This is an optimization exercise on Yosys and OpenROAD, whose aim is small area, a short achievable clock period and few clock cycles per item, not a production implementation.
The RTL was checked by simulation tests, not by an equivalence proof against the original design.

## maple
## ooo_core
module ooo_core (
    input  wire logic        clk,
    input  wire logic        i_arst_n,
    input  wire logic        i_disp_valid,
    input  wire logic [2:0]  i_disp_op,
    input  wire logic [4:0]  i_disp_rdst,
    input  wire logic [31:0] i_disp_a,
    input  wire logic [31:0] i_disp_b,
    output logic             o_disp_ready,
    output logic             o_ret_valid,
    output logic [4:0]       o_ret_rdst,
    output logic [2:0]       o_ret_tag,
    output logic [31:0]      o_ret_data,
    input  wire logic        i_ret_ready
);
For scale: roughly 120 I/O pins, ~24,000 um2 of cells after synthesis.
export LEC_CHECK = 0
export CAP_MARGIN = 5
export CORE_MARGIN = 2
export CORE_UTILIZATION = 40
export SETUP_SLACK_MARGIN = 3.1
export SLEW_MARGIN = 5
create_clock -name core_clock -period 6.5 [get_ports {clk}]
standard.sh (not shown) runs the stock make flow with config.mk's settings and CLKGATE_MAP_FILE= SYNTH_SCRIPT=/design/flow/synth_recipe.tcl, a recipe that flattens the netlist after the stock synthesis.
==> flow/flow/run.sh <==
#!/bin/bash
# The standard layout (standard.sh, unchanged ORFS steps), with one synthesis option:
# SYNTH_ARGS=-noabc skips the quick "abc -fast" inside Yosys's generic synth, so that
# extract_fa meets the carry-save adder tree as the RTL writes it and maps it onto
# full-adder cells without inverters between them. The main ABC mapping still runs.
# Registers and their names are the same as the standard synthesis's.
# Port buffers: every input and output port still gets its own buffer, but the smallest
# plain buffer rather than a delay buffer; the resizer upsizes the ones that need it.
# Clock tree: no dummy loads and larger sink clusters, for fewer clock cells.
set -euo pipefail
cd "$(dirname "${BASH_SOURCE[0]}")/.."
export SYNTH_ARGS="-noabc"
export BUFFER_PORTS_ARGS="-buffer_cell sky130_fd_sc_hd__buf_1"
export CTS_ARGS="-sink_clustering_enable -repair_clock_nets -dont_use_dummy_load -sink_clustering_size 20 -sink_clustering_max_diameter 100"
bash standard.sh > flow_standard.log 2>&1
Testbench counts of maple, summed over its fixed seeds: cycles 9,148, items 8,000.
--- input diff maple..willow ---
# maple
export LEC_CHECK = 0
export CAP_MARGIN = 5
export CORE_MARGIN = 2
export CORE_UTILIZATION = 40
export SETUP_SLACK_MARGIN = 3.1
export SLEW_MARGIN = 5
create_clock -name core_clock -period 6.5 [get_ports {clk}]
# willow
export LEC_CHECK = 0
export CAP_MARGIN = 20
export CORE_MARGIN = 2
export CORE_UTILIZATION = 40
export SETUP_SLACK_MARGIN = 3.1
export SLEW_MARGIN = 20
create_clock -name core_clock -period 6.5 [get_ports {clk}]
-- flow/flow/run.sh --
<<< maple, line 12
export SYNTH_ARGS="-noabc"
export BUFFER_PORTS_ARGS="-buffer_cell sky130_fd_sc_hd__buf_1"
export CTS_ARGS="-sink_clustering_enable -repair_clock_nets -dont_use_dummy_load -sink_clustering_size 20 -sink_clustering_max_diameter 100"
bash standard.sh > flow_standard.log 2>&1
>>> willow, line 12
export SYNTH_ARGS="-noabc"
export BUFFER_PORTS_ARGS="-buffer_cell sky130_fd_sc_hd__buf_1"
export CTS_ARGS="-sink_clustering_enable -repair_clock_nets -dont_use_dummy_load -sink_clustering_size 25 -sink_clustering_max_diameter 100"
bash standard.sh > flow_standard.log 2>&1
--- outcome ---
willow ended up with one1[11] as its startpoint of the most critical setup path; maple ended up with one1[6]. From maple to willow the numbers moved as follows: wire length shows no meaningful change, number of standard cells in the final layout excluding fillers shrank by 23, final worst-path setup slack now larger. [compare] base=maple new=willow: average via count per standard cell now smaller. The number of logic stages on the critical path including buffering number comes out higher for maple vs willow.
Input-level comparison between garnet and willow:
-- flow/flow/run.sh --
<<< willow, line 12
export SYNTH_ARGS="-noabc"
export BUFFER_PORTS_ARGS="-buffer_cell sky130_fd_sc_hd__buf_1"
export CTS_ARGS="-sink_clustering_enable -repair_clock_nets -dont_use_dummy_load -sink_clustering_size 25 -sink_clustering_max_diameter 100"
bash standard.sh > flow_standard.log 2>&1
>>> garnet, line 12
export SYNTH_ARGS="-noabc"
export BUFFER_PORTS_ARGS="-buffer_cell sky130_fd_sc_hd__buf_1"
export CTS_ARGS="-sink_clustering_enable -repair_clock_nets -dont_use_dummy_load -sink_clustering_size 20 -sink_clustering_max_diameter 100"
bash standard.sh > flow_standard.log 2>&1
==> run notes <==
willow and garnet ended up with nearly the same sink count of the clock tree.
Worst setup slack after layout was lower in the run labelled willow.
Final cell area: garnet above willow
Taking willow as the reference, in garnet global-route met1 utilization held steady; aggregate routed wire length grew by 0.35%.
Fraction of area in clock buffers and inverters up 0.27 points in garnet wrt willow
On worst hold margin, willow beats garnet.
Between willow and garnet, the total routed wire length on the met1 layer does not differ in any meaningful way.
What ember does differently from garnet at the input level:
# garnet
export LEC_CHECK = 0
export CAP_MARGIN = 20
export CORE_MARGIN = 2
export CORE_UTILIZATION = 40
export SETUP_SLACK_MARGIN = 3.1
export SLEW_MARGIN = 20
create_clock -name core_clock -period 6.5 [get_ports {clk}]
# ember
export LEC_CHECK = 0
export CAP_MARGIN = 20
export CORE_MARGIN = 2
export CORE_UTILIZATION = 40
export SETUP_SLACK_MARGIN = 3.25
export SLEW_MARGIN = 20
create_clock -name core_clock -period 6.5 [get_ports {clk}]
==> comparison <==
Comparing garnet against ember, there is no change at all in clock sink count. On post-route fraction of the period consumed by the critical path: between garnet and ember, it ends up higher for garnet. Remaining max-slew budget at the tightest pin ended up 0.85 points lower on ember than on garnet. After detailed routing, garnet needs less wire than ember.

Another version of the RTL of ooo_core (not shown whole).
Size: ~250 flip-flops, roughly 120 I/O pins.
clock: 6.5 ns
lec_check: 0
cap_margin: 20
core_margin: 2
core_utilization: 40
setup_slack_margin: 3.2
slew_margin: 20
==> flow/flow/run.sh <==
#!/bin/bash
# The standard layout (standard.sh, unchanged ORFS steps), with one synthesis option:
# SYNTH_ARGS=-noabc skips the quick "abc -fast" inside Yosys's generic synth, so that
# extract_fa meets the carry-save adder tree as the RTL writes it and maps it onto
# full-adder cells without inverters between them. The main ABC mapping still runs.
# Registers and their names are the same as the standard synthesis's.
# Port buffers: every input and output port still gets its own buffer, but the smallest
# plain buffer rather than a delay buffer; the resizer upsizes the ones that need it.
# Clock tree: no dummy loads and larger sink clusters, for fewer clock cells.
set -euo pipefail
cd "$(dirname "${BASH_SOURCE[0]}")/.."
export SYNTH_ARGS="-noabc"
export BUFFER_PORTS_ARGS="-buffer_cell sky130_fd_sc_hd__buf_1"
export CTS_ARGS="-sink_clustering_enable -repair_clock_nets -dont_use_dummy_load -sink_clustering_size 20 -sink_clustering_max_diameter 100"
bash standard.sh > flow_standard.log 2>&1
Testbench counts at the start, summed over its fixed seeds: cycles 9,148, items 8,000.
Then changed:
--- a/flow/flow/run.sh
+++ b/flow/flow/run.sh
@@ -7,9 +7,7 @@
 # Port buffers: every input and output port still gets its own buffer, but the smallest
 # plain buffer rather than a delay buffer; the resizer upsizes the ones that need it.
-# Clock tree: no dummy loads and larger sink clusters, for fewer clock cells.
 set -euo pipefail
 cd "$(dirname "${BASH_SOURCE[0]}")/.."
 export SYNTH_ARGS="-noabc"
 export BUFFER_PORTS_ARGS="-buffer_cell sky130_fd_sc_hd__buf_1"
-export CTS_ARGS="-sink_clustering_enable -repair_clock_nets -dont_use_dummy_load -sink_clustering_size 20 -sink_clustering_max_diameter 100"
 bash standard.sh > flow_standard.log 2>&1
CORE_UTILIZATION = 55   (was 40)
SETUP_SLACK_MARGIN = 3.1   (was 3.2)
Setup slack degrades by 0.025 ns.
Non-clock buffer count went down by 28.
Clock-buffer cell count went up by 17.
Synthesized cell count does not change.
Die area went down by 27%.
Cell count went down by 7.4%.
Then changed:
CORE_UTILIZATION = 40   (was 55)
SETUP_SLACK_MARGIN = 3.6   (was 3.1)
Result: Wire length climbs by roughly a tenth. Non-clock buffer count climbs by 95. Final area climbs by about a fifth. Cell count climbs by roughly a tenth. Area after synthesis is unchanged. Synthesized cell count stays the same. Clock-buffer cell count climbs by 1.
Then changed:
--- a/flow/flow/run.sh
+++ b/flow/flow/run.sh
@@ -7,7 +7,9 @@
 # Port buffers: every input and output port still gets its own buffer, but the smallest
 # plain buffer rather than a delay buffer; the resizer upsizes the ones that need it.
+# Clock tree: no dummy loads and larger sink clusters, for fewer clock cells.
 set -euo pipefail
 cd "$(dirname "${BASH_SOURCE[0]}")/.."
 export SYNTH_ARGS="-noabc"
 export BUFFER_PORTS_ARGS="-buffer_cell sky130_fd_sc_hd__buf_1"
+export CTS_ARGS="-sink_clustering_enable -repair_clock_nets -dont_use_dummy_load -sink_clustering_size 20 -sink_clustering_max_diameter 100"
 bash standard.sh > flow_standard.log 2>&1
SETUP_SLACK_MARGIN = 3.1   (was 3.6)
The new run completed without violations.
Critical path depth does not change.
Routed wire length came out lower by 9.5%.
Sequential share of layout area came out higher by 3.9 points.
Flip-flop and latch count stays the same.
Then changed:
--- a/flow/flow/run.sh
+++ b/flow/flow/run.sh
@@ -7,9 +7,9 @@
 # Port buffers: every input and output port still gets its own buffer, but the smallest
 # plain buffer rather than a delay buffer; the resizer upsizes the ones that need it.
-# Clock tree: no dummy loads and larger sink clusters, for fewer clock cells.
+# Clock tree: no dummy loads (and, here, larger sink clusters), for fewer clock cells.
 set -euo pipefail
 cd "$(dirname "${BASH_SOURCE[0]}")/.."
 export SYNTH_ARGS="-noabc"
 export BUFFER_PORTS_ARGS="-buffer_cell sky130_fd_sc_hd__buf_1"
-export CTS_ARGS="-sink_clustering_enable -repair_clock_nets -dont_use_dummy_load -sink_clustering_size 20 -sink_clustering_max_diameter 100"
+export CTS_ARGS="-sink_clustering_enable -repair_clock_nets -dont_use_dummy_load -sink_clustering_size 30 -sink_clustering_max_diameter 150"
 bash standard.sh > flow_standard.log 2>&1
What happened:
- The changed run went through all stages and came out clean
- wire length is about the same
- worst setup slack loses 0.038 ns
- hold slack improves by 0.0046 ns
- fmax fell by 1.1%

-- port drivers added, routing unchanged --
The flow's constraints put no driver on any port. The routed layouts listed below were extracted and timed again, unchanged, in two steps. Step 1, drivers: a clkbuf_16 drives clk and a buf_2 each remaining input, both assumed. Step 2 times the ports against the registers' clock, not the clock port: input delays grow and output delays shrink by t, the midpoint of the rising clock arrivals with the driver on. Slacks: no drivers / after step 1 / after step 2; pairs: no drivers / after step 1.
| run | shift t [ns] | slack for setup (ns) | worst slew at a driven data input, ns |
|---|---|---|---|
| maple | 0.581 | 3.094 / 3.094 / 2.668 | 0.06 |
| willow | 0.575 | 3.108 / 3.108 / 2.693 | 0.06 |
| garnet | 0.576 | 3.127 / 3.127 / 2.676 | 0.06 |
| ember | 0.574 | 3.239 / 3.239 / 2.921 | 0.06 |
| the first run of note 2 | 0.565 | 3.053 / 3.053 / 2.847 | 0.06 |
| the second run of note 2 | 0.648 | 3.028 / 3.028 / 2.975 | 0.08 |
| the third run of note 2 | 0.662 | 2.940 / 2.940 / 2.940 | 0.06 |
| the fourth run of note 2 | 0.572 | 3.049 / 3.049 / 2.828 | 0.06 |
| the fifth run of note 2 | 0.539 | 3.011 / 3.011 / 2.829 | 0.06 |
After both steps setup and hold are still met in every run listed. The setup slack of garnet, which loses most, moves by 0.000 ns with the drivers and by -0.451 ns with both steps.
